This is an optimization exercise on Yosys and OpenROAD, whose aim is small area, not a production implementation.
Only simulation tests tie the RTL to the original design; equivalence was not proved.
The clock port is modelled as an ideal driver; clocking choices that lean on that would not hold on a real chip.
No activity file was given, so power comes from the tool's default toggle rates.

**flow/flow/run.sh**
```bash
#!/bin/bash
# Own layout flow: the standard synthesis, then the same synthesis again with an area-oriented
# ABC script and without the full/half-adder extraction step; the smaller netlist is kept only if
# its flip-flops (names and cell types) are exactly those of the standard synthesis. The layout
# then runs the standard ORFS flow (standard.sh) with small port buffers and a leaner clock tree.
set -uo pipefail
W=$PWD
F=$W/flow
R=$W/orfs/results/$FLOW_PLATFORM/rps_game/base
LIB=$FLOW_HOME/platforms/$FLOW_PLATFORM/lib/sky130_fd_sc_hd__tt_025C_1v80.lib

# 1. standard synthesis
bash standard.sh synth > $W/log_std_synth.txt 2>&1 || { echo "standard synthesis failed"; exit 1; }
cp $R/1_2_yosys.v $W/netlist_std.v

# 2. custom synthesis in its own ORFS work home
sed -e 's#^\(source \$::env(SCRIPTS_DIR)/synth_preamble.tcl\)#\1\nset abc_args [lreplace $abc_args 1 1 $::env(MY_ABC)]#' \
    -e 's#^\(\s*\)extract_fa {\*}\[dont_use_extract_fa_args\]#\1\# extract_fa skipped#' \
    $FLOW_HOME/scripts/synth.tcl > $W/synth_c.tcl
sed -e "s#source \$::env(SCRIPTS_DIR)/synth.tcl#source $W/synth_c.tcl#" $W/synth_recipe.tcl > $W/synth_recipe_c.tcl
sed -e "s#SYNTH_SCRIPT=[^ ]*#SYNTH_SCRIPT=$W/synth_recipe_c.tcl#" -e "s#WORK_HOME=[^ ]*#WORK_HOME=$W/orfs_c#" \
    -e '/^if \[\[ -f/,/^fi/d' standard.sh > $W/standard_c.sh
best=$W/netlist_std.v
for s in $F/abc_*.script; do
  n=$(basename $s .script)
  (
    sed -e "s#WORK_HOME=[^ ]*#WORK_HOME=$W/orfs_$n#" $W/standard_c.sh > $W/standard_$n.sh
    if MY_ABC=$s bash $W/standard_$n.sh synth > $W/log_synth_$n.txt 2>&1; then
      cp $W/orfs_$n/results/$FLOW_PLATFORM/rps_game/base/1_2_yosys.v $W/netlist_$n.v
    fi
    rm -rf $W/orfs_$n
  ) &
done
wait
python3 $F/pick.py $LIB $W/netlist_std.v $W/netlist_abc_*.v > $W/log_pick.txt 2>&1
best=$(tail -1 $W/log_pick.txt)
[[ -f "$best" ]] || best=$W/netlist_std.v
if [[ "$best" != "$W/netlist_std.v" ]]; then
  cp "$best" $R/1_2_yosys.v
  rm -f $R/1_synth.odb
fi

# 3. layout
bash standard.sh \
  "BUFFER_PORTS_ARGS=-buffer_cell sky130_fd_sc_hd__buf_1" \
  "CTS_ARGS=-sink_clustering_enable -repair_clock_nets -dont_use_dummy_load -buf_list {sky130_fd_sc_hd__clkbuf_8} -sink_clustering_size 15 -sink_clustering_max_diameter 100" \
  finish > $W/log_layout.txt 2>&1 || { echo "layout failed"; tail -20 $W/log_layout.txt; exit 1; }
ls -la $W/out
```
**flow/flow/abc_amap.script**
```
strash
dch -f
amap
topo
```
**flow/flow/abc_ds1.script**
```
strash
&get -n
&deepsyn -I 20 -J 10
&put
dch -f
amap
topo
```
**flow/flow/pick.py**
```python
# pick.py LIB STD.v CAND.v... : prints the smallest netlist whose flip-flops (instance names and
# cell types) equal the standard synthesis's; the last line is the chosen file
import re, sys
lib = open(sys.argv[1]).read()
area = {m.group(1): float(m.group(2)) for m in
        re.finditer(r'cell\s*\(\s*"?(\w+)"?\s*\)\s*\{.*?area\s*:\s*([\d.]+)', lib, re.S)}
seq = re.compile(r'sky130_fd_sc_hd__(e?df|dl|sdf|sedf)')
def read(path):
    cells, ffs = [], set()
    for m in re.finditer(r'^\s*(sky130_fd_sc_hd__\w+)\s+(\S+)\s*\(', open(path).read(), re.M):
        cells.append(m.group(1))
        if seq.match(m.group(1)):
            ffs.add((m.group(1), m.group(2)))
    return sum(area.get(c, 0.0) for c in cells), ffs
std_area, std_ffs = read(sys.argv[2])
best, best_area = sys.argv[2], std_area
print(f"{sys.argv[2]}: {std_area:.1f} um2, {len(std_ffs)} flip-flops")
for path in sys.argv[3:]:
    try:
        a, ffs = read(path)
    except OSError:
        continue
    same = ffs == std_ffs
    print(f"{path}: {a:.1f} um2, flip-flops {'match' if same else 'DIFFER'}")
    if same and a < best_area:
        best, best_area = path, a
print(best)
```
**flow/standard.sh**
```bash
#!/bin/bash
# synth_recipe.tcl (not shown) runs the flow's synth.tcl, then flattens the netlist and writes it again
# the make line also repeats each setting of config.mk as NAME=value (left out here)
make -C /OpenROAD-flow-scripts/flow DESIGN_CONFIG=/design/flow/config.mk WORK_HOME=/design/flow/orfs CLKGATE_MAP_FILE= SYNTH_SCRIPT=/design/flow/synth_recipe.tcl "${@:-finish}"
```
**flow/config.mk**
```make
export PLATFORM = sky130hd
export DESIGN_NAME = rps_game
export DESIGN_NICKNAME = rps_game
export VERILOG_FILES = /design/flow/design.v
export SDC_FILE = /design/flow/constraint.sdc
export NUM_CORES = 8
export LEC_CHECK = 0
export CAP_MARGIN = 20
export CORE_MARGIN = 2
export CORE_UTILIZATION = 40
export PLACE_DENSITY = 0.6
export SLEW_MARGIN = 20
```
**flow/constraint.sdc**
```tcl
create_clock -name core_clock -period 10.0 [get_ports {clock}]
set_input_delay 2.0000 -clock core_clock [delete_from_list [all_inputs] [get_ports {clock}]]
set_output_delay 2.0000 -clock core_clock [all_outputs]
set_load 0.01 [all_outputs]
```
**flow/design.v**
```verilog
`timescale 1ns/1ps
`default_nettype none
package game_pkg;
	typedef enum logic [2-1:0] {
		ROCK    = 2'd0,
		SCISSOR = 2'd1,
		PAPER   = 2'd2
	} move_t;
	typedef struct packed {
		logic user_win;
		logic com_win;
		logic draw;
	} outcome_t;
	typedef enum logic {
		STRAT_CYCLER = 1'b0,
		STRAT_MARKOV = 1'b1
	} strategy_t;
	typedef union packed {
		struct packed {
			move_t user;  
			move_t com;
		} moves;
		logic [2*2-1:0] row;
	} round_key_u;
endpackage
`default_nettype wire
`timescale 1ns/1ps
`default_nettype none
package score_pkg;
	typedef logic [8-1:0] score_t;
	typedef logic [3:0] nibble_t;
	typedef logic [6:0] seg_t;
endpackage
`default_nettype wire
`timescale 1ns/1ps
`default_nettype none
module rps_game (
	input  logic                clock,
	input  logic                reset,
	input  logic                play,
	input  logic                load,
	input  game_pkg::strategy_t strategy,
	input  game_pkg::move_t     user_move,
	output logic                user_win,
	output logic                com_win,
	output logic                draw,
	output score_pkg::seg_t     hex0,
	output score_pkg::seg_t     hex1,
	output score_pkg::seg_t     hex2,
	output score_pkg::seg_t     hex3,
	output score_pkg::seg_t     hex4,
	output score_pkg::seg_t     hex5
);
	localparam int CW = 8;
	logic       strat_q;
	logic [1:0] cyc;
	logic [1:0] pu, pc;     
	logic       have_prev;
	logic [8:0] valid;      
	logic [CW-1:0] cnt [0:8][0:2];
	logic [7:0] user_score, com_score;
	logic [2:0] pu_oh, pc_oh;
	logic [8:0] rsel;
	assign pu_oh = {pu == 2'd2, pu == 2'd1, pu == 2'd0};
	assign pc_oh = {pc == 2'd2, pc == 2'd1, pc == 2'd0};
	always_comb begin
		for (int i = 0; i < 3; i++)
			for (int j = 0; j < 3; j++)
				rsel[i*3+j] = pu_oh[i] & pc_oh[j];
	end
	logic [CW-1:0] rd [0:2];  
	always_comb begin
		for (int c = 0; c < 3; c++) begin
			rd[c] = '0;
			for (int k = 0; k < 9; k++)
				rd[c] = rd[c] | (cnt[k][c] & {CW{rsel[k] & valid[k]}});
		end
	end
	logic [CW-1:0] r, s, p;
	assign r = rd[0];
	assign s = rd[1];
	assign p = rd[2];
	logic [1:0] predicted, markov_move, com;
	always_comb begin
		if (r == s && s == p)
			predicted = cyc;
		else if (p >= r && p >= s)
			predicted = 2'd2;
		else if (r == s)
			predicted = cyc[0] ? 2'd1 : 2'd0;
		else if (r > s)
			predicted = 2'd0;
		else
			predicted = 2'd1;
		case (predicted)
			2'd0:    markov_move = 2'd2;
			2'd1:    markov_move = 2'd0;
			default: markov_move = 2'd1;
		endcase
	end
	assign com = strat_q ? markov_move : cyc;
	function automatic logic beats(input logic [1:0] a, input logic [1:0] b);
		beats = (a == 2'd0 && b == 2'd1) || (a == 2'd1 && b == 2'd2) || (a == 2'd2 && b == 2'd0);
	endfunction
	logic uw, cw;
	assign uw = beats(user_move, com);
	assign cw = beats(com, user_move);
	always_ff @(posedge clock or negedge reset) begin
		if (!reset) begin
			strat_q <= 1'b0;
		end else if (load) begin
			strat_q <= strategy;
		end
	end
	always_ff @(posedge clock or negedge reset) begin
		if (!reset) begin
			cyc <= 2'd0;
		end else begin
			cyc <= {cyc[0], ~cyc[0] & ~cyc[1]};
		end
	end
	always_ff @(posedge clock or negedge reset) begin
		if (!reset) begin
			pu <= 2'd0;
			pc <= 2'd0;
			have_prev <= 1'b0;
			user_score <= '0;
			com_score <= '0;
		end else if (play) begin
			pu <= user_move;
			pc <= com;
			have_prev <= 1'b1;
			if (uw) user_score <= user_score + 1'b1;
			if (cw) com_score <= com_score + 1'b1;
		end
	end
	logic [8:0] row_we;
	assign row_we = rsel & {9{play & have_prev}};
	always_ff @(posedge clock or negedge reset) begin
		if (!reset) begin
			valid <= '0;
		end else begin
			valid <= valid | row_we;
		end
	end
	logic [CW-1:0] wd [0:2];
	always_comb begin
		for (int c = 0; c < 3; c++)
			wd[c] = rd[c] + CW'(user_move == 2'(c));
	end
	always_ff @(posedge clock) begin
		for (int k = 0; k < 9; k++) begin
			if (row_we[k]) begin
				for (int c = 0; c < 3; c++)
					cnt[k][c] <= wd[c];
			end
		end
	end
	assign draw = have_prev & (pu == pc);
	assign user_win = have_prev & beats(pu, pc);
	assign com_win = have_prev & beats(pc, pu);
	function automatic score_pkg::seg_t seg_of(input score_pkg::nibble_t value);
		case (value)
			4'h0:    seg_of = 7'b100_0000;
			4'h1:    seg_of = 7'b111_1001;
			4'h2:    seg_of = 7'b010_0100;
			4'h3:    seg_of = 7'b011_0000;
			4'h4:    seg_of = 7'b001_1001;
			4'h5:    seg_of = 7'b001_0010;
			4'h6:    seg_of = 7'b000_0010;
			4'h7:    seg_of = 7'b111_1000;
			4'h8:    seg_of = 7'b000_0000;
			4'h9:    seg_of = 7'b001_1000;
			4'hA:    seg_of = 7'b000_1000;
			4'hB:    seg_of = 7'b000_0011;
			4'hC:    seg_of = 7'b100_0110;
			4'hD:    seg_of = 7'b010_0001;
			4'hE:    seg_of = 7'b000_0110;
			default: seg_of = 7'b000_1110;
		endcase
	endfunction
	assign hex0 = seg_of(user_score[3:0]);
	assign hex1 = seg_of(user_score[7:4]);
	assign hex2 = seg_of({2'b00, pu});
	assign hex3 = seg_of({2'b00, pc});
	assign hex4 = seg_of(com_score[3:0]);
	assign hex5 = seg_of(com_score[7:4]);
endmodule
`default_nettype wire
```
==> results of run 1 <==
[power groups by stage]
stage / combinational, mW / sequential, mW / clock (mW)
floorplan: 0.718 / 1.46 / 0
global placement: 1.04 / 1.48 / 0
detailed placement: 1.05 / 1.48 / 0
CTS: 1.05 / 1.46 / 0.494
global route: 1.18 / 1.47 / 0.532
finish: 1.05 / 1.46 / 0.487
[worst register-to-register path, delay by kind of cell (launching register included)]
kind | cells | cell delay [ps]
compound gates | 10 | 2380
flops | 1 | 430
simple gates | 16 | 2200
buf+inv | 8 | 1490
[final timing paths]
path / end / slack [ps] / from
min in group asynchronous: com_score[3] / 1560 / reset
hold / removal: cyc[1] / 420 / cyc[0]
max in group asynchronous: user_score[2] / 7840 / reset
setup reg to reg: com_score[7] / 3390 / pu[0]
hold reg to reg: cyc[1] / 420 / cyc[0]
setup / recovery: com_score[7] / 3390 / pu[0]
[layout by cell type (no fill, tap or decap), types with 2 or more instances in the layout]
| cell | count |
|---|---|
| buf_1 | 48 |
| a31oi_1 | 3 |
| nor2_4 | 9 |
| conb_1 | 2 |
| a221oi_1 | 4 |
| o32ai_1 | 5 |
| clkbuf_8 | 20 |
| a222oi_1 | 57 |
| a21oi_1 | 45 |
| and3_1 | 5 |
| clkinv_1 | 74 |
| o22ai_1 | 7 |
| and4_1 | 3 |
| nor3_1 | 8 |
| nor2_1 | 87 |
| edfxtp_1 | 216 |
| o21ai_0 | 28 |
| nand4_1 | 10 |
| or2_0 | 13 |
| o21a_1 | 8 |
| a22oi_1 | 28 |
| nand2_1 | 32 |
| o221ai_1 | 2 |
| nand3_1 | 21 |
| buf_4 | 8 |
| a21boi_0 | 2 |
| dfrtp_1 | 33 |
[flip-flops by register name (all words and copies together), names as in the netlist]
name and count:
have_prev 1, cnt 216, user_score 8, pu 2, strat_q 1, com_score 8, cyc 2, valid 9
pc 2
[cell type report]
type                            count  area, µm²
Sequential cell                   249       7310
Multi-Input combinational cell    391       2380
Timing Repair Buffer               58        250
Tap cell                          324        405
Fill cell                        2196      13400
Clock buffer                       20        275
Inverter                           74        278
[per-stage QoR]
step                area [µm²]  hold WS [ps]  power [mW]
global placement         10600           390        2.52
global route             10900           423        3.19
finish                   10900           418        3.00
floorplan                 9940           382        2.18
CTS                      10900           416        3.01
detailed placement       10600           393        2.53
[per-layer routing]
metal	global-route usage, %	routed length (µm)
met1	26.7	10400
met2	29.3	10900
met3	3.03	2050
met4	4.46	446
met5	0	0
==> impl_metrics.csv, run 1 <==
group,metric,value,unit
outcome,outcome,"complete, no violations",
clock_tree,clk_latency,540,ps
clock_tree,holdBufCountCts,0,
finish,final_util,44.8,%
detailed_routing,wl,23800,µm
finish,fin_cells,1116,
timing,hold_violations,0,
power_and_ir_drop,p_int,1.90,mW
detailed_routing,route.detailed.wl_per_inst,21.4,µm
global_route,grt_pass1_vias,6245,
critical_path,worstPathMaxFanout,24,
synthesis,ys_warn_count,4,
min_path,hold-path-cell-count,0,
timing,setup_viol,0,
clock_tree,cts_buffers,20,
timing,grt_setup_unrepaired,"no",
floorplanning,fp.dieArea,26100,µm²
placed_design,placedCellCount,1095,
finish,antennaDiodeCount,0,
power_and_ir_drop,peakVddDrop,0.000173,V
detailed_routing,drc,0,
floorplanning,placementRows,57,
finish,finish.net_count,801,
power_and_ir_drop,seq_power_share,48.7,%
synthesis,netlist_instances,719,
min_path,hp-class,"reg -> reg",
power_and_ir_drop,netSwitchingFraction,36.7,%
detailed_routing,drt_iter0_drc,873,
clock_tree,post_cts_buffers,0,
global_route,grt_max_degree,34,
global_route,track_usage,18.4,%
critical_path,slowest_stage,"clkinv_1",
critical_path,worst-path-buf-inv,8,
critical_path,cp.depth,34,
critical_path,critPathTopFamily,"compound AO/OA/AOI/OAI gates",
finish,area_delta_synth_final,9.74,%
clock_tree,clockBufferDepth,3,
critical_path,endpoint_kind,"flop",
power_and_ir_drop,pwr-share-clk,16.2,%
critical_path,cp-start-kind,"flop",
timing,tightest_slew,1060,ps
clock_tree,ctsResizeCount,0,
floorplanning,die_height,162,µm
timing,timing.final.ws_setup,3390,ps
power_and_ir_drop,pwr-share-comb,35.0,%
detailed_routing,vias_per_cell,5.79,
timing,max_freq,151,MHz
floorplanning,initial_core_util,40.8,%
timing,fin_skew,36.5,ps
timing,min_period,6610,ps
timing,finalCritPeriodShare,66.1,%
clock_tree,root_buffer,"clkbuf_8",
synthesis,synthesis.area,9930,µm²
critical_path,critPathMostFrequentCell,"nor2_1",
power_and_ir_drop,p_leak,3.37,nW
power_and_ir_drop,p_per_area,275,nW/µm²
critical_path,crit_arrival,7070,ps
placed_design,post-place-ws,3470,ps
detailed_routing,ant_nets,0,
detailed_routing,via_count,6466,
synthesis,synth.avg_cell_area,13.8,µm²
timing,tns,0,ps
placed_design,dpl.hpwl,13700,µm
power_and_ir_drop,switchingPower,1.10,mW
detailed_routing,first_pass_iters,8,
clock_tree,h-tree-depth,1,
clock_tree,cts_sinks,249,
timing,final_max_slew_viol_count,0,
global_route,gr-total-overflow,0,
floorplanning,ioPinCount,52,
clock_tree,clk_pin_slew,100,ps
flow_run,maxCapViolations,0,
floorplanning,die_w,162,µm
critical_path,reg2reg_depth,34,
critical_path,path_class,"reg -> reg",
critical_path,worstPathRequired,10460,ps
critical_path,slowest_delay,720,ps
global_route,grt_antenna_before_repair,0,
placed_design,place_congestion,0.804,
placed_design,io_buffers,49,
floorplanning,core_area,24300,µm²
timing,relSlewSlack,29.3,%
global_route,grt_pass1_wl,36600,µm
clock_tree,cts_tree,"done",
finish,drive_gt1_share,5.05,%
==> run 2: changes to the inputs <==
--- a/flow/design.v
+++ b/flow/design.v
@@ -61,8 +61,11 @@
 	logic [7:0] user_score, com_score;
 	logic [2:0] pu_oh, pc_oh;
 	logic [8:0] rsel;
-	assign pu_oh = {pu == 2'd2, pu == 2'd1, pu == 2'd0};
-	assign pc_oh = {pc == 2'd2, pc == 2'd1, pc == 2'd0};
+	function automatic logic [2:0] move_oh(input logic [1:0] m);
+		move_oh = {m[1], m[0], ~(m[1] | m[0])};
+	endfunction
+	assign pu_oh = move_oh(pu);
+	assign pc_oh = move_oh(pc);
 	always_comb begin
 		for (int i = 0; i < 3; i++)
 			for (int j = 0; j < 3; j++)
@@ -100,7 +103,10 @@
 	end
 	assign com = strat_q ? markov_move : cyc;
 	function automatic logic beats(input logic [1:0] a, input logic [1:0] b);
-		beats = (a == 2'd0 && b == 2'd1) || (a == 2'd1 && b == 2'd2) || (a == 2'd2 && b == 2'd0);
+		logic [2:0] ao, bo;
+		ao = move_oh(a);
+		bo = move_oh(b);
+		beats = (ao[0] & bo[1]) | (ao[1] & bo[2]) | (ao[2] & bo[0]);
 	endfunction
 	logic uw, cw;
 	assign uw = beats(user_move, com);
@@ -124,14 +130,19 @@
 			pu <= 2'd0;
 			pc <= 2'd0;
 			have_prev <= 1'b0;
-			user_score <= '0;
-			com_score <= '0;
 		end else if (play) begin
 			pu <= user_move;
 			pc <= com;
 			have_prev <= 1'b1;
-			if (uw) user_score <= user_score + 1'b1;
-			if (cw) com_score <= com_score + 1'b1;
+		end
+	end
+	always_ff @(posedge clock or negedge reset) begin
+		if (!reset) begin
+			user_score <= '0;
+			com_score <= '0;
+		end else begin
+			user_score <= user_score + 8'(play & uw);
+			com_score <= com_score + 8'(play & cw);
 		end
 	end
 	logic [8:0] row_we;
@@ -144,9 +155,11 @@
 		end
 	end
 	logic [CW-1:0] wd [0:2];
+	logic [2:0] u_oh;
+	assign u_oh = move_oh(user_move);
 	always_comb begin
 		for (int c = 0; c < 3; c++)
-			wd[c] = rd[c] + CW'(user_move == 2'(c));
+			wd[c] = rd[c] + CW'(u_oh[c]);
 	end
 	always_ff @(posedge clock) begin
 		for (int k = 0; k < 9; k++) begin
@@ -156,7 +169,7 @@
 			end
 		end
 	end
-	assign draw = have_prev & (pu == pc);
+	assign draw = have_prev & |(pu_oh & pc_oh);
 	assign user_win = have_prev & beats(pu, pc);
 	assign com_win = have_prev & beats(pc, pu);
 	function automatic score_pkg::seg_t seg_of(input score_pkg::nibble_t value);
@@ -181,8 +194,11 @@
 	endfunction
 	assign hex0 = seg_of(user_score[3:0]);
 	assign hex1 = seg_of(user_score[7:4]);
-	assign hex2 = seg_of({2'b00, pu});
-	assign hex3 = seg_of({2'b00, pc});
+	function automatic score_pkg::seg_t seg_of_move(input logic [1:0] m);
+		seg_of_move = {~m[1], m[0] | m[1], m[0], m[0], m[1], 1'b0, m[0]};
+	endfunction
+	assign hex2 = seg_of_move(pu);
+	assign hex3 = seg_of_move(pc);
 	assign hex4 = seg_of(com_score[3:0]);
 	assign hex5 = seg_of(com_score[7:4]);
 endmodule
==> flow/flow/abc_ds2.script (new file) <==
strash
&get -n
&deepsyn -I 20 -J 10 -S 5
&put
dch -f
amap -F 4 -A 10
topo
==> flow/flow/abc_ds3.script (new file) <==
strash
dc2
&get -n
&deepsyn -I 20 -J 10
&put
dch -f
amap -F 4 -A 10
topo
--- a/flow/config.mk
+++ b/flow/config.mk
@@ -5,8 +5,8 @@
 export SDC_FILE = /design/flow/constraint.sdc
 export NUM_CORES = 8
 export LEC_CHECK = 0
-export CAP_MARGIN = 20
+export CAP_MARGIN = 10
 export CORE_MARGIN = 2
 export CORE_UTILIZATION = 40
 export PLACE_DENSITY = 0.6
-export SLEW_MARGIN = 20
+export SLEW_MARGIN = 10
==> run 2 against run 1 <==
Highest routed layer unchanged; critical path depth is 5 lower; hold slack better by 24 ps; sequential power grew 6%; combinational power up 15%; synthesized area down 1.2%; clock power shrank 1%; largest power group unchanged; setup slack better by 370 ps; via count grew 0.36%; power grew 8.2%; design area shrank 0.63%.
==> impl_metrics.csv, run 2 <==
group,metric,value,unit
floorplanning,initial_core_util,40.6,%
global_route,grt_antenna_before_repair,0,
critical_path,critPathTopFamily,"simple AND/OR/NAND/NOR gates",
critical_path,r2r-start,"pc[0]",
global_route,track_usage,18.8,%
placed_design,io_buffers,49,
detailed_routing,vias_per_cell,6.02,
placed_design,dpl.hpwl,14700,µm
floorplanning,die_height,161,µm
critical_path,worstPathRequired,10470,ps
detailed_routing,drt_iter0_drc,917,
synthesis,synth.avg_cell_area,14.6,µm²
timing,final_max_slew_viol_count,0,
floorplanning,die_w,161,µm
global_route,grt_pass1_vias,6465,
detailed_routing,ant_nets,0,
global_route,gr-total-overflow,0,
clock_tree,post_cts_buffers,0,
placed_design,place_congestion,0.868,
floorplanning,fp.dieArea,25800,µm²
finish,regMostFlops,"cnt",
clock_tree,cts_tree,"done",
detailed_routing,first_pass_iters,7,
critical_path,endpoint_kind,"flop",
critical_path,crit_arrival,6710,ps
detailed_routing,drc,0,
critical_path,reg2reg_slack,3760,ps
power_and_ir_drop,peakVddDrop,0.000170,V
floorplanning,core_area,24200,µm²
finish,top_regs,"cnt (216), valid (9)",
finish,antennaDiodeCount,0,
clock_tree,cts_sinks,249,
clock_tree,clk_latency,550,ps
critical_path,slowest_delay,780,ps
critical_path,worst-path-buf-inv,4,
critical_path,worstSetupStartpoint,"pc[0]",
synthesis,synthesis.area,9810,µm²
global_route,grt_pass1_wl,37300,µm
floorplanning,placementRows,57,
timing,hold_violations,0,
finish,largest_reg_flops,216,
timing,grt_setup_unrepaired,"no",
min_path,min-delay-start,"cyc[0]",
finish,drive_gt1_share,7.29,%
timing,tns,0,ps
detailed_routing,via_count,6489,
clock_tree,h-tree-depth,1,
clock_tree,root_buffer,"clkbuf_8",
finish,finish.net_count,763,
finish,final_common_cell,"edfxtp_1",
critical_path,slowest_stage,"and3_1",
placed_design,placed_cell_area,10600,µm²
timing,max_freq,160,MHz
detailed_routing,wl,24500,µm
power_and_ir_drop,p_per_area,299,nW/µm²
power_and_ir_drop,p_leak,3.41,nW
outcome,outcome,"complete, no violations",
synthesis,netlist_instances,670,
timing,relSlewSlack,28.5,%
finish,mostFrequentLayoutCells,"216 x edfxtp_1, 72 x a222oi_1, 60 x clkinv_1",
floorplanning,ioPinCount,52,
min_path,whs_endpoint,"cyc[1]",
timing,fin_skew,47.5,ps
clock_tree,clk_pin_slew,100,ps
synthesis,ys_warn_count,4,
clock_tree,ctsResizeCount,0,
critical_path,path_class,"reg -> reg",
timing,finalCritPeriodShare,62.4,%
critical_path,r2r-end,"user_score[7]",
critical_path,worstPathMaxFanout,13,
finish,postLayoutCellArea,10800,µm²
timing,min_period,6240,ps
min_path,hp-class,"reg -> reg",
critical_path,reg2reg_depth,29,
clock_tree,cts_buffers,20,
clock_tree,clockBufferDepth,3,
timing,setup_viol,0,
flow_run,maxCapViolations,0,
global_route,grt_max_degree,34,
min_path,hold-path-cell-count,0,
clock_tree,holdBufCountCts,0,
critical_path,critPathMostFrequentCell,"nor2_1",
finish,area_delta_synth_final,10.4,%
detailed_routing,route.detailed.wl_per_inst,22.7,µm
critical_path,cp-start-kind,"flop",
timing,tightest_slew,1070,ps
==> run 2: stage by stage <==
stage	util [%]	cells	setup WS [ps]	hold WS [ps]	total power [mW]
global route	44.8	1078	3170	453	3.43
global placement	43.7	1058	4100	454	2.71
CTS	44.8	1078	3860	448	3.25
floorplan	-	671	3820	390	2.34
detailed placement	43.7	1058	3930	459	2.77
finish	44.8	1078	3760	441	3.24
==> run 2: where the power goes <==
group          internal, mW  switching, mW
logic                 0.358          0.852
clock network         0.180          0.302
registers              1.47         0.0840
==> run 2: final cells by class <==
cell class                 count  area, µm²
fill                        2128      13300
sequential                   249       7310
multi-input combinational    356       2280
tap                          324        405
timing repair buffer          69        335
clock buffer                  20        275
inverter                      60        225
==> run 2: worst max path at each step <==
stage,endpoint,slack [ps],cells past startpoint
floorplan,user_score[7],3820,30
finish,user_score[7],3760,29
global route,user_score[7],3170,29
detailed placement,user_score[7],3930,29
global placement,com_score[7],4100,30
CTS,user_score[7],3860,29
==> run 2: per-layer routing <==
layer / vias to the layer above / share of wire, % / global-route usage, %
met2: 313 / 48 / 31.0
li1: 2892 / - / -
met3: 45 / 8.7 / 2.97
met5: - / 0 / 0
met1: 3239 / 42 / 26.4
met4: 0 / 2.2 / 4.38
==> run 3: changes to the inputs <==
--- a/flow/config.mk
+++ b/flow/config.mk
@@ -5,8 +5,8 @@
 export SDC_FILE = /design/flow/constraint.sdc
 export NUM_CORES = 8
 export LEC_CHECK = 0
-export CAP_MARGIN = 10
+export CAP_MARGIN = 0
 export CORE_MARGIN = 2
 export CORE_UTILIZATION = 40
 export PLACE_DENSITY = 0.6
-export SLEW_MARGIN = 10
+export SLEW_MARGIN = 0
==> run 3 against run 2 <==
Largest power group unchanged; still clean; global-route usage stayed put; power did not move; critical path depth stayed put; critical path type unchanged; hold slack stayed put; clock power about the same.
==> impl_metrics.csv, run 3 <==
group,metric,value,unit
finish,antennaDiodeCount,0,
critical_path,worstPathMaxFanout,13,
clock_tree,cts_sinks,249,
floorplanning,initial_core_util,40.6,%
clock_tree,cts_buffers,20,
outcome,outcome,"complete, no violations",
floorplanning,core_area,24200,µm²
critical_path,r2r-start,"pc[0]",
clock_tree,cts_tree,"done",
global_route,grt_util_met1,26.4,%
placed_design,placed_cell_area,10600,µm²
placed_design,dpl.hpwl,14700,µm
critical_path,critPathMostFrequentCell,"nor2_1",
finish,mostFrequentLayoutCells,"216 x edfxtp_1, 72 x a222oi_1, 60 x clkinv_1",
critical_path,cp.depth,29,
finish,top_regs,"cnt (216), valid (9)",
timing,final_max_slew_viol_count,0,
clock_tree,root_buffer,"clkbuf_8",
critical_path,worst-path-buf-inv,4,
finish,largest_reg_flops,216,
critical_path,endpoint_kind,"flop",
critical_path,slowest_stage,"and3_1",
power_and_ir_drop,p_leak,3.41,nW
timing,tns,0,ps
detailed_routing,vias_per_cell,6.02,
global_route,track_usage,18.8,%
global_route,gr-total-overflow,0,
timing,hold_violations,0,
finish,postLayoutCellArea,10800,µm²
synthesis,synthesis.area,9810,µm²
finish,drive_gt1_share,7.29,%
critical_path,worstPathRequired,10470,ps
timing,fin_skew,47.5,ps
clock_tree,ctsResizeCount,0,
clock_tree,clockBufferDepth,3,
global_route,grt_max_degree,34,
global_route,use_met3,2.97,%
finish,regMostFlops,"cnt",
timing,max_freq,160,MHz
floorplanning,fp.dieArea,25800,µm²
clock_tree,clk_latency,550,ps
finish,ff_latch_area,7310,µm²
detailed_routing,via_count,6489,
detailed_routing,first_pass_iters,7,
min_path,hold-path-cell-count,0,
global_route,grt-busiest-layer,"met2",
power_and_ir_drop,peakVddDrop,0.000170,V
critical_path,r2r-end,"user_score[7]",
floorplanning,placementRows,57,
finish,num-fill-cells,2128,
global_route,grtUsageMet2,31.0,%
critical_path,path_class,"reg -> reg",
critical_path,crit_arrival,6710,ps
timing,min_period,6240,ps
flow_run,maxCapViolations,0,
critical_path,worstSetupStartpoint,"pc[0]",
synthesis,ys_warn_count,4,
placed_design,place_congestion,0.868,
critical_path,slowest_delay,780,ps
power_and_ir_drop,p_per_area,299,nW/µm²
synthesis,netlist_instances,670,
global_route,grt_pass1_vias,6465,
critical_path,crit_end,"user_score[7]",
global_route,grt_antenna_before_repair,0,
floorplanning,die_height,161,µm
global_route,grt_pass1_wl,37300,µm
clock_tree,post_cts_buffers,0,
critical_path,reg2reg_depth,29,
timing,setup_viol,0,
timing,tightest_slew,1070,ps
finish,multiInputGateArea,2280,µm²
detailed_routing,ant_nets,0,
finish,final_util,44.8,%
clock_tree,clk_pin_slew,100,ps
critical_path,reg2reg_slack,3760,ps
finish,area_delta_synth_final,10.4,%
clock_tree,holdBufCountCts,0,
finish,final_common_cell,"edfxtp_1",
detailed_routing,drc,0,
placed_design,io_buffers,49,
clock_tree,h-tree-depth,1,
floorplanning,die_w,161,µm
floorplanning,ioPinCount,52,
detailed_routing,wl,24500,µm
timing,relSlewSlack,28.5,%
critical_path,cp-start-kind,"flop",
timing,grt_setup_unrepaired,"no",
synthesis,synth.avg_cell_area,14.6,µm²
detailed_routing,route.detailed.wl_per_inst,22.7,µm
finish,finish.net_count,763,
min_path,hp-class,"reg -> reg",
critical_path,critPathTopFamily,"simple AND/OR/NAND/NOR gates",
detailed_routing,drt_iter0_drc,917,
min_path,min-delay-start,"cyc[0]",
timing,finalCritPeriodShare,62.4,%
[run 3: worst min path at each step]
stage,endpoint
6_report,cyc[1]
5_1_grt,cyc[1]
4_1_cts,cyc[1]
3_5_place_dp,cyc[1]
3_3_place_gp,cyc[1]
2_1_floorplan,cyc[1]
[run 3: per-stage QoR]
stage	hold slack [ps]	cells	power, mW	worst slack [ps]
after global placement	454	1058	2.71	4100
after floorplan	390	671	2.34	3820
after CTS	448	1078	3.25	3860
after global routing	453	1078	3.43	3170
final	441	1078	3.24	3760
after detailed placement	459	1058	2.77	3930
[run 3: power breakdown]
part / internal, mW / leakage, nW / switching (mW) / total (mW)
Sequential: 1.47 / 2.32 / 0.0840 / 1.55
Combinational: 0.358 / 0.946 / 0.852 / 1.21
Clock: 0.180 / 0.144 / 0.302 / 0.482
[run 3: layout make-up]
cell class,instances,area share [%]
clock buffers,20,2.54
inverters,60,2.08
multi-input cells,356,21.0
flip-flops and latches,249,67.5
well taps,324,3.74
repair buffers,69,3.10
[run 3: routing by layer]
| layer | up-vias | wire length [µm] |
|---|---|---|
| met2 | 313 | 11600 |
| met3 | 45 | 2130 |
| met5 | - | 0 |
| met1 | 3239 | 10200 |
| li1 | 2892 | - |
| met4 | 0 | 529 |
[run 3: worst register-to-register path: cells and delay by family (launching register included)]
| kind | cells | cell delay [ps] |
|---|---|---|
| buf+inv | 4 | 770 |
| flops | 1 | 490 |
| simple gates | 14 | 3300 |
| compound gates | 11 | 1600 |
==> run 4: changes to the inputs <==
--- a/flow/config.mk
+++ b/flow/config.mk
@@ -5,8 +5,8 @@
 export SDC_FILE = /design/flow/constraint.sdc
 export NUM_CORES = 8
 export LEC_CHECK = 0
-export CAP_MARGIN = 0
+export CAP_MARGIN = 20
 export CORE_MARGIN = 2
 export CORE_UTILIZATION = 40
 export PLACE_DENSITY = 0.6
-export SLEW_MARGIN = 0
+export SLEW_MARGIN = 20
==> run 4 against run 3 <==
Combinational power about the same; die area did not move; power unchanged; routed wire length did not move; critical path type unchanged; sequential power hardly changed; critical path depth did not move; sequential share of layout area did not move.
==> impl_metrics.csv, run 4 <==
group,metric,value,unit
synthesis,synthesis.area,9810,µm²
floorplanning,die_height,161,µm
placed_design,place_congestion,0.868,
detailed_routing,drc,0,
critical_path,crit_arrival,6710,ps
critical_path,reg2reg_depth,29,
timing,relSlewSlack,28.5,%
critical_path,worstSetupStartpoint,"pc[0]",
floorplanning,core_area,24200,µm²
critical_path,cp-start-kind,"flop",
placed_design,dpl.hpwl,14700,µm
clock_tree,ctsResizeCount,0,
min_path,hp-class,"reg -> reg",
power_and_ir_drop,p_per_area,299,nW/µm²
global_route,track_usage,18.8,%
timing,setup_viol,0,
timing,hold_violations,0,
critical_path,worstPathMaxFanout,13,
clock_tree,clockBufferDepth,3,
floorplanning,initial_core_util,40.6,%
timing,final_max_slew_viol_count,0,
critical_path,worstPathRequired,10470,ps
critical_path,path_class,"reg -> reg",
detailed_routing,vias_per_cell,6.02,
timing,grt_setup_unrepaired,"no",
floorplanning,placementRows,57,
detailed_routing,ant_nets,0,
finish,antennaDiodeCount,0,
finish,regMostFlops,"cnt",
clock_tree,holdBufCountCts,0,
global_route,grt_antenna_before_repair,0,
floorplanning,fp.dieArea,25800,µm²
global_route,grt_max_degree,34,
critical_path,critPathTopFamily,"simple AND/OR/NAND/NOR gates",
critical_path,r2r-start,"pc[0]",
clock_tree,cts_sinks,249,
detailed_routing,first_pass_iters,7,
placed_design,io_buffers,49,
finish,finish.net_count,763,
timing,tns,0,ps
clock_tree,root_buffer,"clkbuf_8",
timing,max_freq,160,MHz
clock_tree,clk_pin_slew,100,ps
outcome,outcome,"complete, no violations",
synthesis,netlist_instances,670,
detailed_routing,wl,24500,µm
finish,final_common_cell,"edfxtp_1",
critical_path,endpoint_kind,"flop",
placed_design,post-place-ws,3930,ps
floorplanning,ioPinCount,52,
floorplanning,die_w,161,µm
min_path,hold-path-cell-count,0,
finish,drive_gt1_share,7.29,%
clock_tree,h-tree-depth,1,
finish,largest_reg_flops,216,
critical_path,worst-path-buf-inv,4,
timing,timing.final.ws_setup,3760,ps
global_route,grt_pass1_wl,37300,µm
synthesis,synth.avg_cell_area,14.6,µm²
clock_tree,post_cts_buffers,0,
clock_tree,cts_buffers,20,
power_and_ir_drop,peakVddDrop,0.000170,V
timing,tightest_slew,1070,ps
finish,top_regs,"cnt (216), valid (9)",
timing,fin_skew,47.5,ps
detailed_routing,drt_iter0_drc,917,
detailed_routing,route.detailed.wl_per_inst,22.7,µm
timing,min_period,6240,ps
global_route,gr-total-overflow,0,
global_route,grt_pass1_vias,6465,
detailed_routing,via_count,6489,
clock_tree,clk_latency,550,ps
clock_tree,cts_tree,"done",
finish,mostFrequentLayoutCells,"216 x edfxtp_1, 72 x a222oi_1, 60 x clkinv_1",
timing,finalCritPeriodShare,62.4,%
critical_path,slowest_delay,780,ps
min_path,min-delay-start,"cyc[0]",
critical_path,slowest_stage,"and3_1",
flow_run,maxCapViolations,0,
finish,area_delta_synth_final,10.4,%
synthesis,ys_warn_count,4,
power_and_ir_drop,p_leak,3.41,nW
critical_path,critPathMostFrequentCell,"nor2_1",
critical_path,cp.depth,29,
==> run 4: final timing paths <==
check                           endpoint  slack (ps)
max                        user_score[7]        3760
min                               cyc[1]         440
max reg2reg                user_score[7]        3760
min reg2reg                       cyc[1]         440
max in group asynchronous         cyc[0]        7920
min in group asynchronous        strat_q        1530
==> run 4: power breakdown <==
| part | internal [mW] | total [mW] | leakage [nW] | switching (mW) |
|---|---|---|---|---|
| Clock | 0.180 | 0.482 | 0.144 | 0.302 |
| Combinational | 0.358 | 1.21 | 0.946 | 0.852 |
| Sequential | 1.47 | 1.55 | 2.32 | 0.0840 |
| Total | 2.00 | 3.24 | 3.41 | 1.24 |
==> run 4: metrics by stage <==
step | hold slack, ps | instance area, µm² | util (%) | power, mW | cells
finish | 441 | 10800 | 44.8 | 3.24 | 1078
global route | 453 | 10800 | 44.8 | 3.43 | 1078
CTS | 448 | 10800 | 44.8 | 3.25 | 1078
detailed placement | 459 | 10600 | 43.7 | 2.77 | 1058
global placement | 454 | 10600 | 43.7 | 2.71 | 1058
floorplan | 390 | 9820 | - | 2.34 | 671
==> run 4: final cells by class <==
class	count	area, µm²
tap	324	405
fill	2128	13300
clock buffer	20	275
sequential	249	7310
inverter	60	225
multi-input combinational	356	2280
timing repair buffer	69	335
==> run 4: routing by layer <==
metal / track usage (%) / wire, µm
met1: 26.4 / 10200
met2: 31.0 / 11600
met3: 2.97 / 2130
met4: 4.38 / 529
met5: 0 / 0
==> run 5: changes to the inputs <==
--- a/flow/flow/run.sh
+++ b/flow/flow/run.sh
@@ -25,7 +25,7 @@
   n=$(basename $s .script)
   (
     sed -e "s#WORK_HOME=[^ ]*#WORK_HOME=$W/orfs_$n#" $W/standard_c.sh > $W/standard_$n.sh
-    if MY_ABC=$s bash $W/standard_$n.sh synth > $W/log_synth_$n.txt 2>&1; then
+    if MY_ABC=$s bash $W/standard_$n.sh "MIN_BUF_CELL_AND_PORTS=sky130_fd_sc_hd__buf_1 A X" synth > $W/log_synth_$n.txt 2>&1; then
       cp $W/orfs_$n/results/$FLOW_PLATFORM/rps_game/base/1_2_yosys.v $W/netlist_$n.v
     fi
     rm -rf $W/orfs_$n
@@ -40,9 +40,50 @@
   rm -f $R/1_synth.odb
 fi
 
-# 3. layout
-bash standard.sh \
-  "BUFFER_PORTS_ARGS=-buffer_cell sky130_fd_sc_hd__buf_1" \
-  "CTS_ARGS=-sink_clustering_enable -repair_clock_nets -dont_use_dummy_load -buf_list {sky130_fd_sc_hd__clkbuf_8} -sink_clustering_size 15 -sink_clustering_max_diameter 100" \
-  finish > $W/log_layout.txt 2>&1 || { echo "layout failed"; tail -20 $W/log_layout.txt; exit 1; }
+PORTS="BUFFER_PORTS_ARGS=-buffer_cell sky130_fd_sc_hd__buf_1"
+CTS_BASE="-sink_clustering_enable -repair_clock_nets -dont_use_dummy_load"
+CTS_DEFAULT="$CTS_BASE -buf_list {sky130_fd_sc_hd__clkbuf_8} -sink_clustering_size 15 -sink_clustering_max_diameter 100"
+bash standard.sh "$PORTS" place > $W/log_place.txt 2>&1 || { echo "placement failed"; tail -20 $W/log_place.txt; exit 1; }
+sed -e '/^if \[\[ -f/,/^fi/d' standard.sh > $W/standard_t.sh
+i=0
+while IFS= read -r cfg; do
+  [[ -z "$cfg" || "$cfg" == \#* ]] && continue
+  i=$((i+1))
+  (
+    cp -a $W/orfs $W/orfs_t$i
+    sed -e "s#WORK_HOME=[^ ]*#WORK_HOME=$W/orfs_t$i#" $W/standard_t.sh > $W/standard_t$i.sh
+    if bash $W/standard_t$i.sh "$PORTS" "CTS_ARGS=$CTS_BASE $cfg" cts > $W/log_cts_t$i.txt 2>&1; then
+      RT=$W/orfs_t$i/results/$FLOW_PLATFORM/rps_game/base
+      cat > $W/cts_t$i.tcl <<EOT
+read_db $RT/4_cts.odb
+read_liberty $LIB
+read_sdc $RT/4_cts.sdc
+source $FLOW_HOME/platforms/$FLOW_PLATFORM/setRC.tcl
+estimate_parasitics -placement
+set mx 0
+foreach p [get_pins -hierarchical */CLK] { set s [get_property \$p slew_max]; if {\$s > \$mx} {set mx \$s} }
+set a 0
+foreach inst [get_cells *] { set m [get_property \$inst ref_name]; if {![string match *tap* \$m]} { set a [expr {\$a + [get_property [get_lib_cells */\$m] area]}] } }
+puts "RESULT $i \$a \$mx"
+EOT
+      openroad -no_init -exit $W/cts_t$i.tcl > $W/log_cts_measure_t$i.txt 2>&1
+    fi
+  ) &
+done < $F/cts_options.txt
+wait
+grep -h "^RESULT" $W/log_cts_measure_t*.txt > $W/log_cts_choice.txt 2>/dev/null
+best=$(awk '$4 <= 0.110 {print $3, $2}' $W/log_cts_choice.txt | sort -g | head -1 | awk '{print $2}')
+CTS_CHOSEN="$CTS_DEFAULT"
+if [[ -n "$best" ]]; then
+  cfg=$(grep -v '^#' $F/cts_options.txt | grep -v '^$' | sed -n "${best}p")
+  CTS_CHOSEN="$CTS_BASE $cfg"
+  RB=$W/orfs_t$best/results/$FLOW_PLATFORM/rps_game/base
+  for d in results logs reports; do
+    cp -a $W/orfs_t$best/$d/$FLOW_PLATFORM/rps_game/base/4_* $W/orfs/$d/$FLOW_PLATFORM/rps_game/base/ 2>/dev/null
+  done
+  cp -a $RB/4_* $R/
+fi
+echo "chosen: $best $CTS_CHOSEN" >> $W/log_cts_choice.txt
+rm -rf $W/orfs_t*
+bash standard.sh "$PORTS" "CTS_ARGS=$CTS_CHOSEN" finish > $W/log_layout.txt 2>&1 || { echo "layout failed"; tail -20 $W/log_layout.txt; exit 1; }
 ls -la $W/out
==> flow/flow/cts_options.txt (new file) <==
# clock-tree options tried after placement (one per line, added to the base CTS arguments)
-buf_list {sky130_fd_sc_hd__clkbuf_8} -sink_clustering_size 15 -sink_clustering_max_diameter 100
-buf_list {sky130_fd_sc_hd__clkbuf_4} -sink_clustering_size 9 -sink_clustering_max_diameter 50
-buf_list {sky130_fd_sc_hd__clkbuf_4} -sink_clustering_size 9 -sink_clustering_max_diameter 60
-buf_list {sky130_fd_sc_hd__clkbuf_4} -sink_clustering_size 10 -sink_clustering_max_diameter 40
-buf_list {sky130_fd_sc_hd__clkbuf_8} -sink_clustering_size 16 -sink_clustering_max_diameter 80
-buf_list {sky130_fd_sc_hd__clkbuf_4} -sink_clustering_size 8 -sink_clustering_max_diameter 50
removed: flow/flow/abc_ds1.script
removed: flow/flow/abc_ds2.script
removed: flow/flow/abc_ds3.script
==> run 5 against run 4 <==
Critical endpoint is now com_score[7]; final cell count grew 8.8%; count of clock-buffer cells in the layout grew 11; critical path type unchanged; clock power down 7.9%; via count is 4.2% higher; sequential power barely moved; first-iteration DRC count shrank 26%; still clean on timing, DRC and antenna; design area increased by 2.6%.
==> impl_metrics.csv, run 5 <==
group,metric,value,unit
finish,fin_cells,1173,
power_and_ir_drop,peakVddDrop,0.000149,V
detailed_routing,route.detailed.wl_per_inst,20.5,µm
critical_path,slowest_stage,"a221oi_1",
floorplanning,initial_core_util,40.4,%
critical_path,r2r-end,"com_score[7]",
clock_tree,cts_buffers,31,
clock_tree,clk_latency,700,ps
finish,final_util,44.4,%
finish,multiInputGateArea,2570,µm²
critical_path,path_class,"reg -> reg",
placed_design,dpl.hpwl,14000,µm
critical_path,r2r-start,"pu[0]",
timing,relSlewSlack,28.9,%
finish,num-fill-cells,2296,
clock_tree,cts_sinks,249,
finish,regMostFlops,"cnt",
critical_path,critPathMostFrequentCell,"nand2_1",
global_route,grt_pass1_vias,6534,
min_path,whs_endpoint,"cyc[0]",
timing,min_period,6870,ps
power_and_ir_drop,p_leak,3.51,nW
critical_path,worstPathRequired,10520,ps
floorplanning,fp.dieArea,26600,µm²
clock_tree,post_cts_buffers,0,
placed_design,io_buffers,49,
timing,fin_skew,78.5,ps
synthesis,synth.avg_cell_area,13.5,µm²
floorplanning,core_area,25000,µm²
critical_path,crit_arrival,7390,ps
detailed_routing,drc,0,
detailed_routing,via_count,6759,
global_route,grt_max_degree,34,
global_route,grt_antenna_before_repair,1,
finish,area_delta_synth_final,9.80,%
flow_run,maxCapViolations,0,
global_route,track_usage,18.7,%
critical_path,cp-start-kind,"flop",
finish,ff_latch_area,7310,µm²
timing,tns,0,ps
timing,grt_setup_unrepaired,"no",
detailed_routing,vias_per_cell,5.76,
finish,top_regs,"cnt (216), valid (9)",
finish,final_common_cell,"edfxtp_1",
clock_tree,clk_pin_slew,100,ps
finish,finish.net_count,850,
global_route,grt_pass1_wl,37800,µm
critical_path,endpoint_kind,"flop",
synthesis,synthesis.area,10100,µm²
critical_path,reg2reg_slack,3130,ps
timing,hold_violations,0,
outcome,outcome,"complete, no violations",
clock_tree,ctsResizeCount,0,
min_path,min-delay-start,"cyc[1]",
critical_path,worstPathMaxFanout,24,
timing,tightest_slew,1060,ps
clock_tree,holdBufCountCts,0,
synthesis,ys_warn_count,4,
global_route,gr-total-overflow,0,
timing,finalCritPeriodShare,68.7,%
detailed_routing,wl,24100,µm
critical_path,reg2reg_depth,28,
floorplanning,placementRows,58,
clock_tree,h-tree-depth,1,
finish,drive_gt1_share,7.13,%
min_path,hp-class,"reg -> reg",
placed_design,placedCellCount,1140,
floorplanning,ioPinCount,52,
detailed_routing,first_pass_iters,5,
timing,final_max_slew_viol_count,0,
critical_path,slowest_delay,710,ps
detailed_routing,ant_nets,0,
min_path,hold-path-cell-count,1,
timing,max_freq,146,MHz
detailed_routing,drt_iter0_drc,681,
floorplanning,die_height,163,µm
power_and_ir_drop,power,3.23,mW
clock_tree,root_buffer,"clkbuf_4",
finish,largest_reg_flops,216,
floorplanning,die_w,163,µm
placed_design,place_congestion,0.839,
timing,setup_viol,0,
clock_tree,cts_tree,"done",
power_and_ir_drop,p_per_area,291,nW/µm²
synthesis,netlist_instances,750,
clock_tree,clockBufferDepth,3,
finish,mostFrequentLayoutCells,"216 x edfxtp_1, 102 x nor2_1, 73 x clkinv_1",
## run 5: metal layers
metal  routed length [µm]  vias to the layer above  GRT usage [%]
met5                    0                        -              0
met4                  552                        0           5.31
met3                 1350                       41           3.00
met2                11500                      208           30.4
met1                10700                     3369           26.3
li1                     -                     3141              -
## run 5: worst max path at each step
| stage | start | cells after the start | to |
|---|---|---|---|
| CTS | pu[0] | 28 | com_score[7] |
| global placement | pu[0] | 28 | com_score[7] |
| floorplan | pu[1] | 28 | com_score[7] |
| finish | pu[0] | 28 | com_score[7] |
| global route | pu[0] | 28 | com_score[7] |
| detailed placement | pu[0] | 28 | com_score[7] |
## run 5: area by class of cell
type                    count  share of cell area, %
diodes                      2                 0.0450
clock buffers              31                   2.09
flip-flops and latches    249                   65.8
multi-input cells         423                   23.1
repair buffers             65                   2.75
inverters                  73                   2.47
well taps                 330                   3.72
## run 5: critical path, delay by kind of cell (launching register included)
kind	cells	cell delay, ps
AO/OA/AOI/OAI	11	3870
buffers and inverters	5	770
flip-flops	1	510
AND/OR/NAND/NOR	12	1610
## run 5: power by group
group	switching [mW]	internal, mW
combinational	0.842	0.383
sequential	0.100	1.46
clock	0.303	0.142
## run 5: through the flow
stage	hold WS [ps]	instance area [µm²]	setup WS, ps
3_3_place_gp	408	10900	3450
2_1_floorplan	390	10100	4360
5_1_grt	453	11100	2360
6_report	416	11100	3130
3_5_place_dp	411	10900	3300
4_1_cts	424	11100	3230
==> run 6: changes to the inputs <==
==> flow/flow/abc_ds1.script (new file) <==
strash
&get -n
&deepsyn -I 20 -J 10
&put
dch -f
amap
topo
==> flow/flow/abc_ds2.script (new file) <==
strash
&get -n
&deepsyn -I 20 -J 10 -S 5
&put
dch -f
amap -F 4 -A 10
topo
==> flow/flow/abc_ds3.script (new file) <==
strash
dc2
&get -n
&deepsyn -I 20 -J 10
&put
dch -f
amap -F 4 -A 10
topo
==> flow/flow/abc_ds4.script (new file) <==
strash
&get -n
&deepsyn -I 20 -J 10 -S 9
&put
dch -f
amap -F 4 -A 10
topo
==> flow/flow/abc_ds5.script (new file) <==
strash
&get -n
&deepsyn -I 20 -J 10 -S 13
&put
dch -f
amap -F 4 -A 10
topo
==> run 6 against run 5 <==
Synthesized cell count is 11% lower; still clean on timing, DRC and antenna; core utilization grew 0.33 points; highest routed layer unchanged; largest cell class unchanged; count of clock-buffer cells in the layout is 3 higher; design area decreased by 2.7%.
==> impl_metrics.csv, run 6 <==
group,metric,value,unit
outcome,outcome,"complete, no violations",
detailed_routing,drc,0,
global_route,grt_max_degree,34,
synthesis,netlist_instances,670,
critical_path,slowest_delay,520,ps
clock_tree,h-tree-depth,2,
critical_path,path_class,"reg -> reg",
detailed_routing,drt_iter0_drc,837,
global_route,track_usage,19.0,%
timing,tightest_slew,870,ps
floorplanning,initial_core_util,40.5,%
global_route,grt_util_met1,25.6,%
timing,finalCritPeriodShare,63.1,%
timing,grt_setup_unrepaired,"no",
placed_design,placedCellCount,1058,
timing,setup_viol,0,
clock_tree,clk_pin_slew,100,ps
detailed_routing,route.detailed.wl_per_inst,22.4,µm
finish,top_regs,"cnt (216), valid (9)",
global_route,grt-busiest-layer,"met2",
timing,min_period,6310,ps
finish,finish.net_count,777,
global_route,gr-total-overflow,0,
detailed_routing,vias_per_cell,6.04,
timing,final_max_slew_viol_count,0,
flow_run,maxCapViolations,0,
floorplanning,ioPinCount,52,
timing,relSlewSlack,41.7,%
critical_path,critPathMostFrequentCell,"nor2_1",
placed_design,dpl.hpwl,14200,µm
synthesis,synthesis.area,9790,µm²
finish,area_delta_synth_final,10.4,%
global_route,grt_pass1_wl,37600,µm
finish,mostFrequentLayoutCells,"216 x edfxtp_1, 72 x a222oi_1, 60 x clkinv_1",
clock_tree,holdBufCountCts,0,
timing,hold_violations,0,
placed_design,placed_cell_area,10600,µm²
clock_tree,clk_latency,630,ps
timing,max_freq,159,MHz
critical_path,worstPathRequired,10520,ps
detailed_routing,via_count,6598,
critical_path,r2r-start,"pc[0]",
placed_design,io_buffers,49,
finish,drive_gt1_share,8.98,%
floorplanning,die_height,160,µm
clock_tree,clockBufferDepth,3,
clock_tree,cts_buffers,34,
clock_tree,ctsResizeCount,0,
finish,fin_cells,1092,
timing,fin_skew,47.5,ps
critical_path,worstSetupStartpoint,"pc[0]",
global_route,grt_pass1_vias,6534,
finish,antennaDiodeCount,0,
synthesis,ys_warn_count,4,
min_path,hp-class,"reg -> reg",
floorplanning,placementRows,57,
min_path,min-delay-start,"cyc[0]",
floorplanning,fp.dieArea,25700,µm²
timing,tns,0,ps
power_and_ir_drop,power,3.24,mW
critical_path,crit_arrival,6820,ps
power_and_ir_drop,peakVddDrop,0.000183,V
critical_path,endpoint_kind,"flop",
placed_design,place_congestion,0.877,
clock_tree,cts_tree,"done",
critical_path,cp-start-kind,"flop",
power_and_ir_drop,p_per_area,299,nW/µm²
finish,final_common_cell,"edfxtp_1",
clock_tree,cts_sinks,249,
detailed_routing,first_pass_iters,6,
finish,regMostFlops,"cnt",
clock_tree,root_buffer,"clkbuf_4",
finish,postLayoutCellArea,10800,µm²
power_and_ir_drop,p_leak,3.42,nW
floorplanning,die_w,160,µm
critical_path,slowest_stage,"dfrtp_1",
synthesis,synth.avg_cell_area,14.6,µm²
finish,largest_reg_flops,216,
critical_path,worstPathMaxFanout,24,
floorplanning,core_area,24200,µm²
global_route,grtUsageMet2,32.1,%
detailed_routing,ant_nets,0,
global_route,grt_antenna_before_repair,0,
clock_tree,post_cts_buffers,0,
global_route,use_met3,3.43,%
detailed_routing,wl,24500,µm
-- run 6: final cells by class --
class,instances,area [µm²]
Sequential cell,249,7310
Tap cell,324,405
Fill cell,2157,13400
Clock buffer,34,255
Timing Repair Buffer,69,335
Inverter,60,225
Multi-Input combinational cell,356,2280
-- run 6: through the flow --
step / utilization, % / worst slack, ps / hold WS, ps
4_1_cts: 44.7 / 3830 / 442
2_1_floorplan: - / 3820 / 390
5_1_grt: 44.7 / 2990 / 472
3_5_place_dp: 43.7 / 3910 / 417
6_report: 44.7 / 3690 / 441
3_3_place_gp: 43.7 / 4250 / 418
-- run 6: path summary, 6_finish.rpt --
path / end / slack [ps] / cells past startpoint
setup / recovery: user_score[7] / 3690 / 30
min in group asynchronous: user_score[2] / 1490 / 1
setup reg to reg: user_score[7] / 3690 / 30
hold / removal: cyc[1] / 440 / 0
hold reg to reg: cyc[1] / 440 / 0
max in group asynchronous: user_score[4] / 7970 / 1
-- run 6: metal layers --
metal	part of all wire (%)	wire (µm)	up-vias
met5	0	0	-
met4	1.9	468	0
met3	9.0	2210	41
met2	48	11800	354
met1	41	10100	3263
li1	-	-	2940
-- run 6: power breakdown --
| part | switching, mW | internal [mW] |
|---|---|---|
| clock network | 0.312 | 0.158 |
| registers | 0.0828 | 1.47 |
| logic | 0.861 | 0.358 |
| total | 1.26 | 1.98 |
-- run 6: critical path: cells and delay by family (launching register included) --
| kind | cells | cell delay (ps) |
|---|---|---|
| buffers and inverters | 4 | 730 |
| DFF | 1 | 520 |
| AOI/OAI and AO/OA | 11 | 1970 |
| and+or+nand+nor | 15 | 3020 |
==> run 7: changes to the inputs <==
--- a/flow/flow/run.sh
+++ b/flow/flow/run.sh
@@ -43,18 +43,31 @@
 PORTS="BUFFER_PORTS_ARGS=-buffer_cell sky130_fd_sc_hd__buf_1"
 CTS_BASE="-sink_clustering_enable -repair_clock_nets -dont_use_dummy_load"
 CTS_DEFAULT="$CTS_BASE -buf_list {sky130_fd_sc_hd__clkbuf_8} -sink_clustering_size 15 -sink_clustering_max_diameter 100"
-bash standard.sh "$PORTS" place > $W/log_place.txt 2>&1 || { echo "placement failed"; tail -20 $W/log_place.txt; exit 1; }
 sed -e '/^if \[\[ -f/,/^fi/d' standard.sh > $W/standard_t.sh
-i=0
-while IFS= read -r cfg; do
-  [[ -z "$cfg" || "$cfg" == \#* ]] && continue
-  i=$((i+1))
+cp $R/1_2_yosys.v $W/netlist_v0.v
+python3 $F/upsize.py $LIB $W/netlist_v0.v $W/netlist_v1.v 16 _4 > $W/log_upsize.txt 2>&1 || cp $W/netlist_v0.v $W/netlist_v1.v
+for v in v0 v1; do
   (
-    cp -a $W/orfs $W/orfs_t$i
-    sed -e "s#WORK_HOME=[^ ]*#WORK_HOME=$W/orfs_t$i#" $W/standard_t.sh > $W/standard_t$i.sh
-    if bash $W/standard_t$i.sh "$PORTS" "CTS_ARGS=$CTS_BASE $cfg" cts > $W/log_cts_t$i.txt 2>&1; then
-      RT=$W/orfs_t$i/results/$FLOW_PLATFORM/rps_game/base
-      cat > $W/cts_t$i.tcl <<EOT
+    cp -a $W/orfs $W/orfs_p$v
+    cp $W/netlist_$v.v $W/orfs_p$v/results/$FLOW_PLATFORM/rps_game/base/1_2_yosys.v
+    rm -f $W/orfs_p$v/results/$FLOW_PLATFORM/rps_game/base/1_synth.odb
+    sed -e "s#WORK_HOME=[^ ]*#WORK_HOME=$W/orfs_p$v#" $W/standard_t.sh > $W/standard_p$v.sh
+    bash $W/standard_p$v.sh "$PORTS" place > $W/log_place_$v.txt 2>&1 || rm -rf $W/orfs_p$v
+  ) &
+done
+wait
+for v in v0 v1; do
+  [[ -d $W/orfs_p$v ]] || continue
+  i=0
+  while IFS= read -r cfg; do
+    [[ -z "$cfg" || "$cfg" == \#* ]] && continue
+    i=$((i+1)); t=${v}_$i
+    (
+      cp -a $W/orfs_p$v $W/orfs_t$t
+      sed -e "s#WORK_HOME=[^ ]*#WORK_HOME=$W/orfs_t$t#" $W/standard_t.sh > $W/standard_t$t.sh
+      if bash $W/standard_t$t.sh "$PORTS" "CTS_ARGS=$CTS_BASE $cfg" cts > $W/log_cts_t$t.txt 2>&1; then
+        RT=$W/orfs_t$t/results/$FLOW_PLATFORM/rps_game/base
+        cat > $W/cts_t$t.tcl <<EOT
 read_db $RT/4_cts.odb
 read_liberty $LIB
 read_sdc $RT/4_cts.sdc
@@ -64,26 +77,25 @@
 foreach p [get_pins -hierarchical */CLK] { set s [get_property \$p slew_max]; if {\$s > \$mx} {set mx \$s} }
 set a 0
 foreach inst [get_cells *] { set m [get_property \$inst ref_name]; if {![string match *tap* \$m]} { set a [expr {\$a + [get_property [get_lib_cells */\$m] area]}] } }
-puts "RESULT $i \$a \$mx"
+puts "RESULT $t \$a \$mx $i"
 EOT
-      openroad -no_init -exit $W/cts_t$i.tcl > $W/log_cts_measure_t$i.txt 2>&1
-    fi
-  ) &
-done < $F/cts_options.txt
+        openroad -no_init -exit $W/cts_t$t.tcl > $W/log_cts_measure_t$t.txt 2>&1
+      fi
+    ) &
+  done < $F/cts_options.txt
+done
 wait
 grep -h "^RESULT" $W/log_cts_measure_t*.txt > $W/log_cts_choice.txt 2>/dev/null
 best=$(awk '$4 <= 0.110 {print $3, $2}' $W/log_cts_choice.txt | sort -g | head -1 | awk '{print $2}')
 CTS_CHOSEN="$CTS_DEFAULT"
-if [[ -n "$best" ]]; then
-  cfg=$(grep -v '^#' $F/cts_options.txt | grep -v '^$' | sed -n "${best}p")
+if [[ -n "$best" && -d $W/orfs_t$best ]]; then
+  n=$(awk -v b="$best" '$2 == b {print $5}' $W/log_cts_choice.txt)
+  cfg=$(grep -v '^#' $F/cts_options.txt | grep -v '^$' | sed -n "${n}p")
   CTS_CHOSEN="$CTS_BASE $cfg"
-  RB=$W/orfs_t$best/results/$FLOW_PLATFORM/rps_game/base
-  for d in results logs reports; do
-    cp -a $W/orfs_t$best/$d/$FLOW_PLATFORM/rps_game/base/4_* $W/orfs/$d/$FLOW_PLATFORM/rps_game/base/ 2>/dev/null
-  done
-  cp -a $RB/4_* $R/
+  rm -rf $W/orfs
+  mv $W/orfs_t$best $W/orfs
 fi
 echo "chosen: $best $CTS_CHOSEN" >> $W/log_cts_choice.txt
-rm -rf $W/orfs_t*
+rm -rf $W/orfs_t* $W/orfs_p*
 bash standard.sh "$PORTS" "CTS_ARGS=$CTS_CHOSEN" finish > $W/log_layout.txt 2>&1 || { echo "layout failed"; tail -20 $W/log_layout.txt; exit 1; }
 ls -la $W/out
==> flow/flow/upsize.py (new file) <==
# upsize.py LIB IN.v OUT.v MINFANOUT : drivers of nets with >= MINFANOUT loads get a stronger variant
import re, sys
lib = open(sys.argv[1]).read()
cells = set(re.findall(r'cell\s*\(\s*"?(sky130_fd_sc_hd__\w+)"?\s*\)', lib))
txt = open(sys.argv[2]).read(); minf = int(sys.argv[4])
insts = list(re.finditer(r'^(\s*)(sky130_fd_sc_hd__\w+)(\s+)(\S+)(\s*\()(.*?)\);', txt, re.S | re.M))
fan = {}; drv = {}
for m in insts:
    for p, n in re.findall(r'\.(\w+)\(([^()]*)\)', m.group(6)):
        n = n.strip()
        if p in ('X', 'Y', 'Q', 'HI', 'LO'): drv[n] = m
        else: fan[n] = fan.get(n, 0) + 1
swap = {}
for n, k in fan.items():
    if k >= minf and n in drv:
        m = drv[n]; c = m.group(2)
        if re.search(r'(df|dl|conb)', c): continue
        base = re.sub(r'_\d+$', '', c)
        for s in (sys.argv[5:] or ['_4', '_2']):
            if base + s in cells and base + s != c:
                swap[m.start()] = (m, base + s); break
out = []; last = 0
for st in sorted(swap):
    m, nc = swap[st]
    out.append(txt[last:m.start(2)]); out.append(nc); last = m.end(2)
    print(m.group(2), '->', nc, m.group(4), file=sys.stderr)
out.append(txt[last:])
open(sys.argv[3], 'w').write(''.join(out))
removed: flow/flow/abc_ds1.script
removed: flow/flow/abc_ds2.script
removed: flow/flow/abc_ds3.script
removed: flow/flow/abc_ds4.script
removed: flow/flow/abc_ds5.script
==> run 7 against run 6 <==
Via count down 0.35%; die area up 4.5%; non-clock buffer count down 16; synthesized area up 4.6%; first-iteration DRC count down 5.1%; register-to-register slack worse by 480 ps; hold slack worse by 12 ps; sequential power about the same; combinational power about the same; power down 0.73%.
==> impl_metrics.csv, run 7 <==
group,metric,value,unit
outcome,outcome,"complete, no violations",
placed_design,dpl.hpwl,13500,µm
timing,tightest_slew,1060,ps
finish,final_common_cell,"edfxtp_1",
power_and_ir_drop,peakVddDrop,0.000179,V
critical_path,slowest_delay,690,ps
clock_tree,cts_sinks,249,
timing,relSlewSlack,29.0,%
floorplanning,die_w,164,µm
timing,timing.final.ws_setup,3210,ps
timing,finalCritPeriodShare,67.9,%
critical_path,cp-start-kind,"flop",
timing,fin_skew,60.1,ps
clock_tree,clk_latency,680,ps
critical_path,crit_arrival,7320,ps
power_and_ir_drop,pwr-share-clk,13.8,%
timing,max_freq,147,MHz
detailed_routing,drt_iter0_drc,794,
finish,area_delta_synth_final,8.25,%
synthesis,synthesis.area,10200,µm²
finish,top_regs,"cnt (216), valid (9)",
clock_tree,h-tree-depth,1,
critical_path,slowest_stage,"a221oi_1",
critical_path,worstPathMaxFanout,24,
clock_tree,post_cts_buffers,0,
global_route,grt_max_degree,34,
finish,mostFrequentLayoutCells,"216 x edfxtp_1, 102 x nor2_1, 70 x clkinv_1",
min_path,hp-class,"reg -> reg",
floorplanning,fp.dieArea,26900,µm²
floorplanning,die_height,164,µm
power_and_ir_drop,pwr-share-comb,37.6,%
detailed_routing,ant_nets,0,
global_route,grt_antenna_before_repair,0,
synthesis,netlist_instances,750,
power_and_ir_drop,p_per_area,290,nW/µm²
global_route,track_usage,17.4,%
clock_tree,root_buffer,"clkbuf_4",
finish,largest_reg_flops,216,
timing,min_period,6790,ps
power_and_ir_drop,p_int,1.98,mW
placed_design,post-place-ws,3390,ps
power_and_ir_drop,netSwitchingFraction,38.4,%
timing,tns,0,ps
global_route,grt_pass1_wl,35800,µm
finish,finish.net_count,838,
clock_tree,holdBufCountCts,0,
critical_path,worstPathRequired,10530,ps
critical_path,path_class,"reg -> reg",
clock_tree,clk_pin_slew,110,ps
synthesis,ys_warn_count,4,
floorplanning,placementRows,58,
placed_design,io_buffers,49,
power_and_ir_drop,switchingPower,1.24,mW
clock_tree,clockBufferDepth,3,
clock_tree,cts_tree,"done",
floorplanning,core_area,25200,µm²
detailed_routing,drc,0,
finish,regMostFlops,"cnt",
timing,hold_violations,0,
timing,grt_setup_unrepaired,"no",
timing,final_max_slew_viol_count,0,
synthesis,synth.avg_cell_area,13.7,µm²
detailed_routing,via_count,6575,
power_and_ir_drop,seq_power_share,48.6,%
critical_path,endpoint_kind,"flop",
finish,drive_gt1_share,6.51,%
placed_design,place_congestion,0.820,
global_route,gr-total-overflow,0,
timing,setup_viol,0,
detailed_routing,first_pass_iters,5,
floorplanning,ioPinCount,52,
floorplanning,initial_core_util,40.7,%
global_route,grt_pass1_vias,6236,
flow_run,maxCapViolations,0,
detailed_routing,wl,23300,µm
clock_tree,ctsResizeCount,0,
power_and_ir_drop,p_leak,3.48,nW
critical_path,critPathMostFrequentCell,"nand2_1",
detailed_routing,vias_per_cell,5.67,
clock_tree,cts_buffers,31,
detailed_routing,route.detailed.wl_per_inst,20.1,µm
run 7: metrics by stage:
stage | utilization (%) | area (µm²) | instances | power, mW | hold WS [ps]
floorplan | - | 10200 | 751 | 2.40 | 390
global placement | 43.1 | 10900 | 1128 | 2.78 | 407
detailed placement | 43.1 | 10900 | 1128 | 2.79 | 411
CTS | 44.0 | 11100 | 1159 | 3.24 | 425
global route | 44.0 | 11100 | 1159 | 3.43 | 446
finish | 44.0 | 11100 | 1160 | 3.21 | 429
run 7: worst paths after layout:
check	startpoint	end	slack, ps	depth (start not counted)
min in group asynchronous	reset	pu[1]	1440	1
max	pu[0]	com_score[7]	3210	28
max reg2reg	pu[0]	com_score[7]	3210	28
max in group asynchronous	reset	user_score[7]	8020	1
min	cyc[1]	cyc[0]	430	1
min reg2reg	cyc[1]	cyc[0]	430	1
run 7: power by group through the flow:
stage	sequential, mW	combinational [mW]	clock (mW)
after CTS	1.56	1.22	0.460
after detailed placement	1.58	1.21	0
after global routing	1.58	1.36	0.492
after global placement	1.58	1.20	0
final	1.56	1.21	0.443
after floorplan	1.56	0.846	0
run 7: cell type report:
| cell class | instances | area, µm² |
|---|---|---|
| Antenna cell | 1 | 2.50 |
| Clock buffer | 31 | 233 |
| Fill cell | 2282 | 14100 |
| Inverter | 73 | 289 |
| Multi-Input combinational cell | 423 | 2620 |
| Sequential cell | 249 | 7310 |
| Tap cell | 330 | 413 |
| Timing Repair Buffer | 53 | 215 |
run 7: routing by layer:
layer  part of all wire (%)  global-route usage [%]
met1                     45                    24.6
met3                    6.8                    3.11
met5                      0                       0
met2                     47                    28.7
met4                    1.5                    3.19
run 7: worst max-delay path, delay by kind of cell, from the launching register on:
| family | cells | cell delay, ps |
|---|---|---|
| compound gates | 11 | 3780 |
| buf+inv | 5 | 770 |
| flops | 1 | 530 |
| simple gates | 12 | 1590 |

static timing again, ports no longer ideal:
How much do the figures lean on ideal ports? The routed layouts below were timed once more, with nothing changed but the port constraints. Step 1: set_driving_cell puts a clkbuf_16 on clock and a buf_2 on each other input, an assumption about the parent block. Step 2 also shifts input and output timing later by t, the mid clock arrival at the registers, as if the neighbouring blocks saw the same clock. Slacks: no drivers / after step 1 / after step 2; pairs: no drivers / after step 1.
run	t (ns)	slack for setup (ns)
run 1	0.561	3.393 / 3.393 / 3.393
run 2	0.568	3.760 / 3.760 / 3.760
run 3	0.568	3.760 / 3.760 / 3.760
run 4	0.568	3.760 / 3.760 / 3.760
run 5	0.709	3.129 / 3.129 / 3.129
run 6	0.644	3.693 / 3.693 / 3.693
run 7	0.687	3.213 / 3.213 / 3.213
After both steps setup and hold are still met in every run listed.
